From an optimization exercise on the open Yosys and OpenROAD flow, aimed at small area, a short achievable clock period and few clock cycles; shortcuts taken in it are not production practice. At most, simulation tests tie the RTL to the original design; equivalence was not proved. Power and IR drop assume default switching activity.

==> flow/design.v (excerpt) <==
module systolic_array_os #(
  parameter int unsigned ROW   = sys_array_pkg::DefaultRow,
  parameter int unsigned COL   = sys_array_pkg::DefaultCol,
  parameter int unsigned ES    = sys_array_pkg::DefaultEs,
  parameter int unsigned K_MAX = sys_array_pkg::DefaultKMax,
  parameter int unsigned ACC_W = 2 * ES + $clog2(K_MAX)
) (
  input  logic                         clk,
  input  logic                         rst_n,
  input  logic                         start,
  input  logic [$clog2(K_MAX+1)-1:0]   k_len,
  input  logic                         signed_mode,
  input  logic                         in_vld,
  output logic                         in_rdy,
  input  logic [ROW*ES-1:0]            a_vec,
  input  logic [COL*ES-1:0]            b_vec,
  output logic                         out_vld,
  input  logic                         out_rdy,
  output logic [COL*ACC_W-1:0]         out_row,
  output logic [$clog2(ROW)-1:0]       out_row_idx,
  output logic                         out_last,
  output logic                         busy,
  ...
==> module systolic_array_os, before the edit <==
module systolic_array_os #(
  parameter int unsigned ROW   = sys_array_pkg::DefaultRow,
  parameter int unsigned COL   = sys_array_pkg::DefaultCol,
  parameter int unsigned ES    = sys_array_pkg::DefaultEs,
  parameter int unsigned K_MAX = sys_array_pkg::DefaultKMax,
  parameter int unsigned ACC_W = 2 * ES + $clog2(K_MAX)
) (
  input  logic                         clk,
  input  logic                         rst_n,
  input  logic                         start,
  input  logic [$clog2(K_MAX+1)-1:0]   k_len,
  input  logic                         signed_mode,
  input  logic                         in_vld,
  output logic                         in_rdy,
  input  logic [ROW*ES-1:0]            a_vec,
  input  logic [COL*ES-1:0]            b_vec,
  output logic                         out_vld,
  input  logic                         out_rdy,
  output logic [COL*ACC_W-1:0]         out_row,
  output logic [$clog2(ROW)-1:0]       out_row_idx,
  output logic                         out_last,
  output logic                         busy,
  output logic                         done
);
  localparam int unsigned KW = $clog2(K_MAX + 1);
  localparam int unsigned RW = $clog2(ROW);
  logic          r_feed;       
  logic          r_zero;       
  logic          r_first;      
  logic [KW-1:0] r_k_rem;      
  logic          r_signed;
  logic [ES-1:0] r_a_n [ROW];
  logic [ES-1:0] r_b_n [COL];
  logic [ROW-1:0] r_clr;       
  logic          r_last;       
  logic          r_out_vld;
  logic [RW-1:0] r_row;
  logic          r_row_last;   
  logic [ROW-1:0] r_row_sel;   
  logic          r_rdy_any;    
  logic          r_rdy_last;   
  logic [KW-1:0]    w_k_clamp;
  logic             w_start, w_acc_free, w_in_rdy, w_fire, w_issue, w_xfer;
  logic             w_feed_d, w_zero_d, w_first_d, w_last_d, w_out_vld_d, w_row_last_d;
  logic [RW-1:0]    w_row_d;
  logic [ACC_W-1:0] w_acc [ROW][COL];
  assign w_k_clamp = (k_len > KW'(K_MAX)) ? KW'(K_MAX) : k_len;
  assign w_start   = start & ~busy;
  assign w_xfer    = r_out_vld & out_rdy;
  assign w_acc_free = ~r_last & (~r_out_vld | (r_row_last & out_rdy));
  assign w_in_rdy   = r_rdy_any | (r_rdy_last & out_rdy);
  assign w_fire     = in_vld & w_in_rdy;
  assign w_issue    = w_fire | (r_zero & w_acc_free);
  always_comb begin
    w_feed_d  = r_feed;
    w_zero_d  = r_zero;
    w_first_d = r_first;
    if (w_start) begin
      w_feed_d  = (w_k_clamp != '0);
      w_zero_d  = (w_k_clamp == '0);
      w_first_d = 1'b1;
    end else begin
      if (w_fire) begin
        w_first_d = 1'b0;
        if (r_k_rem == KW'(1)) w_feed_d = 1'b0;
      end
      if (r_zero && w_acc_free) w_zero_d = 1'b0;
    end
    w_last_d     = w_issue & (r_zero | (r_k_rem == KW'(1)));
    w_out_vld_d  = r_out_vld;
    w_row_d      = r_row;
    w_row_last_d = r_row_last;
    if (r_last) begin
      w_out_vld_d  = 1'b1;
      w_row_d      = '0;
      w_row_last_d = 1'b0;
    end else if (w_xfer) begin
      w_out_vld_d  = ~r_row_last;
      w_row_d      = r_row + RW'(1);
      w_row_last_d = (r_row == RW'(ROW - 2));
    end
  end
  always_ff @(posedge clk) begin
    if (!rst_n) begin
      r_feed     <= 1'b0;
      r_zero     <= 1'b0;
      r_first    <= 1'b0;
      r_clr      <= '1;
      r_last     <= 1'b0;
      r_out_vld  <= 1'b0;
      r_row      <= '0;
      r_row_last <= 1'b0;
      r_row_sel  <= '0;
      r_rdy_any  <= 1'b0;
      r_rdy_last <= 1'b0;
    end else begin
      r_feed     <= w_feed_d;
      r_zero     <= w_zero_d;
      r_first    <= w_first_d;
      r_clr      <= {ROW{w_xfer}} & r_row_sel;
      r_last     <= w_last_d;
      r_out_vld  <= w_out_vld_d;
      r_row      <= w_row_d;
      r_row_last <= w_row_last_d;
      for (int r = 0; r < ROW; r++) r_row_sel[r] <= w_out_vld_d & (w_row_d == RW'(r));
      r_rdy_any  <= w_feed_d & (~w_first_d | (~w_last_d & ~w_out_vld_d));
      r_rdy_last <= w_feed_d & w_first_d & ~w_last_d & w_row_last_d;
    end
  end
  always_ff @(posedge clk) begin
    if (w_start) begin
      r_k_rem <= w_k_clamp;
    end else if (w_fire) begin
      r_k_rem <= r_k_rem - KW'(1);
    end
  end
  always_ff @(posedge clk) begin
    if (!rst_n) begin
      r_signed <= 1'b0;
    end else if (w_start) begin
      r_signed <= signed_mode;
    end
  end
  always_ff @(posedge clk) begin
    for (int r = 0; r < ROW; r++) r_a_n[r] <= ~((w_fire & rst_n) ? a_vec[r*ES +: ES] : '0);
    for (int c = 0; c < COL; c++) r_b_n[c] <= ~b_vec[c*ES +: ES];
  end
  for (genvar gr = 0; gr < ROW; gr++) begin : g_row
    for (genvar gc = 0; gc < COL; gc++) begin : g_col
      pe_mac #(
        .ES   (ES),
        .ACC_W(ACC_W)
      ) u_pe (
        .clk     (clk),
        .i_clr   (r_clr[gr]),
        .i_signed(r_signed),
        .i_a     (~r_a_n[gr]),
        .i_b     (~r_b_n[gc]),
        .o_acc   (w_acc[gr][gc])
      );
    end
  end
  always_comb begin
    out_row = '0;
    for (int r = 0; r < ROW; r++)
      for (int c = 0; c < COL; c++)
        out_row[c*ACC_W +: ACC_W] = out_row[c*ACC_W +: ACC_W] | (w_acc[r][c] & {ACC_W{r_row_sel[r]}});
  end
  assign in_rdy      = w_in_rdy;
  assign out_vld     = r_out_vld;
  assign out_row_idx = r_row;
  assign out_last    = r_row_last;
  assign busy        = r_feed | r_zero;
  assign done        = r_row_last & out_rdy;
endmodule
==> flow/config.mk <==
export PLATFORM = sky130hd
export DESIGN_NAME = systolic_array_os
export DESIGN_NICKNAME = systolic_array_os
export VERILOG_FILES = /design/flow/design.v
export SDC_FILE = /design/flow/constraint.sdc
export NUM_CORES = 4
export LEC_CHECK = 0
export CAP_MARGIN = 5
export CORE_MARGIN = 2
export CORE_UTILIZATION = 60
export SLEW_MARGIN = 5
==> flow/constraint.sdc <==
create_clock -name core_clock -period 10.0 [get_ports {clk}]
set_input_delay 2.0000 -clock core_clock [delete_from_list [all_inputs] [get_ports {clk}]]
set_output_delay 2.0000 -clock core_clock [all_outputs]
set_load 0.01 [all_outputs]
standard.sh (not shown) runs the stock make flow with config.mk's settings and CLKGATE_MAP_FILE= SYNTH_SCRIPT=/design/flow/synth_recipe.tcl, a recipe that flattens the netlist after the stock synthesis.
==> flow/flow/run.sh <==
#!/bin/bash
# Standard ORFS layout with three changes:
#  - synthesis skips Yosys's early "abc -fast", so full adders are extracted from the
#    RTL's own adder expressions (no inverters between adder cells); registers are
#    unchanged,
#  - ports are buffered with buf_2 instead of a delay buffer,
#  - repair_timing aims at a tighter setup margin.
set -u
sed -e 's/synth -nofsm -noshare/synth -nofsm -noshare -noabc/' synth_recipe.tcl > synth_noabc.tcl
bash standard.sh SYNTH_SCRIPT=$PWD/synth_noabc.tcl SETUP_SLACK_MARGIN=5.3 \
  "BUFFER_PORTS_ARGS=-buffer_cell sky130_fd_sc_hd__buf_2" finish > standard.log 2>&1
The starting point completed with no timing, DRC or antenna violations.
Testbench counts at the start, summed over its fixed seeds: cycles 12,017.
Edit:
--- a/flow/design.v
+++ b/flow/design.v
@@ -511,14 +511,14 @@
   localparam int unsigned RW = $clog2(ROW);
   logic          r_feed;       
   logic          r_zero;       
   logic          r_first;      
   logic [KW-1:0] r_k_rem;      
   logic          r_signed;
-  logic [ES-1:0] r_a_n [ROW];
-  logic [ES-1:0] r_b_n [COL];
+  logic [ES-1:0] r_a [ROW];
+  logic [ES-1:0] r_b [COL];
   logic [ROW-1:0] r_clr;       
   logic          r_last;       
   logic          r_out_vld;
   logic [RW-1:0] r_row;
   logic          r_row_last;   
   logic [ROW-1:0] r_row_sel;   
@@ -591,39 +591,33 @@
       r_rdy_any  <= w_feed_d & (~w_first_d | (~w_last_d & ~w_out_vld_d));
       r_rdy_last <= w_feed_d & w_first_d & ~w_last_d & w_row_last_d;
     end
   end
   always_ff @(posedge clk) begin
     if (w_start) begin
-      r_k_rem <= w_k_clamp;
+      r_k_rem  <= w_k_clamp;
+      r_signed <= signed_mode;
     end else if (w_fire) begin
       r_k_rem <= r_k_rem - KW'(1);
     end
   end
   always_ff @(posedge clk) begin
-    if (!rst_n) begin
-      r_signed <= 1'b0;
-    end else if (w_start) begin
-      r_signed <= signed_mode;
-    end
-  end
-  always_ff @(posedge clk) begin
-    for (int r = 0; r < ROW; r++) r_a_n[r] <= ~((w_fire & rst_n) ? a_vec[r*ES +: ES] : '0);
-    for (int c = 0; c < COL; c++) r_b_n[c] <= ~b_vec[c*ES +: ES];
+    for (int r = 0; r < ROW; r++) r_a[r] <= (w_fire & rst_n) ? a_vec[r*ES +: ES] : '0;
+    for (int c = 0; c < COL; c++) r_b[c] <= b_vec[c*ES +: ES];
   end
   for (genvar gr = 0; gr < ROW; gr++) begin : g_row
     for (genvar gc = 0; gc < COL; gc++) begin : g_col
       pe_mac #(
         .ES   (ES),
         .ACC_W(ACC_W)
       ) u_pe (
         .clk     (clk),
         .i_clr   (r_clr[gr]),
         .i_signed(r_signed),
-        .i_a     (~r_a_n[gr]),
-        .i_b     (~r_b_n[gc]),
+        .i_a     (r_a[gr]),
+        .i_b     (r_b[gc]),
         .o_acc   (w_acc[gr][gc])
       );
     end
   end
   always_comb begin
     out_row = '0;
After rerunning:
- The new run completed with no timing, DRC or antenna violations
- count of clock-buffer cells in the layout goes down by 8
- wire length came out lower by about 7%
- setup slack gains 79 ps
- worst hold slack loses 6.2 ps
- cell area goes up by about 2.2%
- sequential share of layout area falls by 0.45 points
- total power came out higher by about 40%
- core utilization shrinks by 1.0 points
- clock skew falls by 17 ps
- via count drops by 3.1%
- global-route usage shrinks by 2.4 points
Function not checked in the second run of this note: the RTL went through the layout flow alone.

[separate check: timing with driven ports]
The flow's constraints put no driver on any port. The routed layouts listed below were extracted and timed again, unchanged, in two steps. Step 1 assumes that a clkbuf_16 drives the clock port and a buf_2 every other input. Step 2, shift: input delay + t, output delay - t, t = (earliest + latest rising clock arrival at the registers) / 2. This alone moves slack from input paths to output paths. Slacks: ideal ports / drivers / drivers and shift; pairs: ideal ports / drivers.
run	shift t [ns]	setup slack, ns	hold slack, ns	worst register clock-pin slew, ns
the first run	0.727	5.334 / 5.270 / 5.383	0.553 / 0.553 / 0.553	0.07 / 0.07
the second run	0.726	5.412 / 5.339 / 5.420	0.546 / 0.546 / 0.546	0.07 / 0.07
After both steps every run listed still meets setup and hold.
